From an optimization exercise on the open Yosys and OpenROAD flow, aimed at small area, a short achievable clock period and few clock cycles per item; shortcuts taken in it are not production practice.
In this exercise RTL edits were held to simulation tests only and were not proved equivalent to the original.
Power figures rest on the tool's default switching activity, not on a simulated workload.

main:
// dp_imm_slice
module dp_imm_slice (
  input  logic                  fu,
  input  logic                  rst,
  input  logic                  issue,
  input  dp_imm_pkg::inst_t     inst,
  input  dp_imm_pkg::word_t     pc,
  input  dp_imm_pkg::prn_t      src_prn,
  input  dp_imm_pkg::prn_t      dst_prn,
  output logic                  ready,
  output logic                  done,
  output dp_imm_pkg::inst_id_t  done_id,
  output dp_imm_pkg::prn_t      done_prn,
  output logic                  done_we,
  output dp_imm_pkg::word_t     done_data,
  output logic [15:0]           retired
);
Size in the first run: roughly 200 I/O pins, ~87,000 µm² of cells after synthesis.
export LEC_CHECK = 0
export CAP_MARGIN = 20
export CORE_MARGIN = 2
export CORE_UTILIZATION = 68
export CTS_CLUSTER_DIAMETER = 80
export CTS_CLUSTER_SIZE = 24
export SETUP_SLACK_MARGIN = 2.8
export SLEW_MARGIN = 20
create_clock -name core_clock -period 5.0 [get_ports {fu}]
run.sh (not shown) runs the stock make flow with config.mk's settings and CLKGATE_MAP_FILE= SYNTH_SCRIPT=/design/flow/synth_recipe.tcl, a recipe that flattens the netlist after the stock synthesis.
Testbench counts of main, summed over its fixed seeds: cycles 12,016, items 12,000.
### main -> the feature branch
- swapping 68 for 60 in CORE_UTILIZATION
==> flow/flow/run.sh (new file) <==
#!/bin/bash
# The standard layout (the standard.sh, standard synthesis included),
# with the input and output port buffers made of buf_4 cells instead of the
# delay cells buffer_ports picks by default. ORFS writes each step's log
# under orfs/logs; make's own output goes to standard_flow.log.
set -euo pipefail
export BUFFER_PORTS_ARGS="-buffer_cell sky130_fd_sc_hd__buf_4"
bash standard.sh > standard_flow.log 2>&1
==> flow/standard.sh (new file) <==
#!/bin/bash
# synth_recipe.tcl (not shown) runs the flow's synth.tcl, then flattens the netlist and writes it again
# the make line also repeats each setting of config.mk as NAME=value (left out here)
make -C /OpenROAD-flow-scripts/flow DESIGN_CONFIG=/design/flow/config.mk WORK_HOME=/design/flow/orfs CLKGATE_MAP_FILE= SYNTH_SCRIPT=/design/flow/synth_recipe.tcl "${@:-finish}"
removed: flow/run.sh
### Flow results
Diff main -> the feature branch: combinational group share of total power went down by 0.4 points, overall via count from detail_route shows a reduction of about 1%. Between main and the feature branch, the area growth from synthesis to layout does not differ in any meaningful way. Going from main to the feature branch, number of cells in the finished layout apart from fillers up 230, final design area excluding fillers flat.

dp_imm_slice, a different RTL version from the one above (not shown whole).
Size: ~5200 cells after synthesis, about 2400 flip-flops.
==> flow/config.mk <==
export PLATFORM = sky130hd
export DESIGN_NAME = dp_imm_slice
export DESIGN_NICKNAME = dp_imm_slice
export VERILOG_FILES = /design/flow/design.v
export SDC_FILE = /design/flow/constraint.sdc
export NUM_CORES = 4
export LEC_CHECK = 0
export CAP_MARGIN = 20
export CORE_MARGIN = 2
export CORE_UTILIZATION = 60
export CTS_CLUSTER_DIAMETER = 80
export CTS_CLUSTER_SIZE = 24
export SETUP_SLACK_MARGIN = 2.7
export SLEW_MARGIN = 20
==> flow/constraint.sdc <==
create_clock -name core_clock -period 5.0 [get_ports {fu}]
set_input_delay 1.0000 -clock core_clock [delete_from_list [all_inputs] [get_ports {fu}]]
set_output_delay 1.0000 -clock core_clock [all_outputs]
set_load 0.01 [all_outputs]
Stock flow here: none of the scripts above is used.
Testbench counts at the start, summed over its fixed seeds: cycles 12,016, items 12,000.
Change:
--- a/flow/config.mk
+++ b/flow/config.mk
@@ -8,7 +8,7 @@
 export CAP_MARGIN = 20
 export CORE_MARGIN = 2
-export CORE_UTILIZATION = 60
+export CORE_UTILIZATION = 64
 export CTS_CLUSTER_DIAMETER = 80
 export CTS_CLUSTER_SIZE = 24
-export SETUP_SLACK_MARGIN = 2.7
+export SETUP_SLACK_MARGIN = 2.6
 export SLEW_MARGIN = 20
Result: The changed run finished clean; worst setup slack degrades by 0.084 ns; utilization climbs by 3.5 points; global-route usage climbs by 1.7 points.
Change:
--- a/flow/config.mk
+++ b/flow/config.mk
@@ -6,9 +6,9 @@
 export NUM_CORES = 4
 export LEC_CHECK = 0
-export CAP_MARGIN = 20
+export CAP_MARGIN = 10
 export CORE_MARGIN = 2
-export CORE_UTILIZATION = 64
+export CORE_UTILIZATION = 60
 export CTS_CLUSTER_DIAMETER = 80
 export CTS_CLUSTER_SIZE = 24
-export SETUP_SLACK_MARGIN = 2.6
-export SLEW_MARGIN = 20
+export SETUP_SLACK_MARGIN = 2.7
+export SLEW_MARGIN = 10
Total power rose by 1.0%; worst setup slack improves by 0.098 ns; via count stays flat; design area rose by 1.2%; clock skew fell by 0.031 ns; fmax rose by 4.1%; global-route usage fell by 1.5 points; combinational power stays flat.

run 2:
dp_imm_slice again, from the RTL that the note above started with.
export LEC_CHECK = 0
export CAP_MARGIN = 10
export CORE_MARGIN = 2
export CORE_UTILIZATION = 60
export CTS_CLUSTER_DIAMETER = 80
export CTS_CLUSTER_SIZE = 24
export SETUP_SLACK_MARGIN = 2.7
export SLEW_MARGIN = 10
create_clock -name core_clock -period 5.0 [get_ports {fu}]
standard.sh (not shown) runs the stock make flow with config.mk's settings and CLKGATE_MAP_FILE= SYNTH_SCRIPT=/design/flow/synth_recipe.tcl, a recipe that flattens the netlist after the stock synthesis.
==> flow/flow/run.sh <==
#!/bin/bash
# The standard layout (the standard.sh, standard synthesis included),
# with the input and output port buffers made of buf_4 cells instead of the
# delay cells buffer_ports picks by default. ORFS writes each step's log
# under orfs/logs; make's own output goes to standard_flow.log.
set -euo pipefail
export BUFFER_PORTS_ARGS="-buffer_cell sky130_fd_sc_hd__buf_4"
bash standard.sh > standard_flow.log 2>&1
Testbench counts of run 2, summed over its fixed seeds: cycles 12,016, items 12,000.
## Diff of input files: run 5 against run 2
Settings: changing SLEW_MARGIN from 10 to 20; changing CAP_MARGIN from 10 to 20.
==> run summary <==
Critical path depth in run 5 is 3 above run 2. Critical path required time ended up 0.09 ns higher on run 5 than on run 2. Fmax: run 5 higher than run 2. As far as proportion of final cell area spent on non-clock buffers is concerned, run 2 and run 5 perform about the same. Run 5 vs. run 2: share of cells above drive strength 1 moved down, met3 track demand over resource fell by 0.91 points.

[re-timing with driven ports]
How much do the figures lean on ideal ports? The routed layouts below were timed once more, with nothing changed but the port constraints.
Step 1 sets driving cells, clkbuf_16 on the clock port and buf_2 on the other inputs (assumed; they add their load-dependent delay and slew).
Step 2 also shifts input and output timing later by t, the mid clock arrival at the registers, as if the neighbouring blocks saw the same clock.
Slacks: no drivers / after step 1 / after step 2; pairs: no drivers / after step 1.
run | shift t [ns] | setup slack, ns | worst data-port slew with drivers (ns)
main | 0.861 | 2.448 / 2.493 / 1.632 | 0.06
the feature branch | 0.877 | 2.444 / 2.481 / 1.605 | 0.07
the first run of note 2 | 0.869 | 2.576 / 2.545 / 1.820 | 0.07
the second run of note 2 | 0.881 | 2.492 / 2.492 / 1.740 | 0.07
the third run of note 2 | 0.877 | 2.590 / 2.534 / 1.847 | 0.07
run 2 | 0.875 | 2.585 / 2.544 / 1.781 | 0.07
run 5 | 0.869 | 2.623 / 2.559 / 1.860 | 0.08
After both steps setup and hold are still met in every run listed. For the feature branch, which loses most, drivers alone change the setup slack by +0.037 ns; drivers and shift together by -0.839 ns.
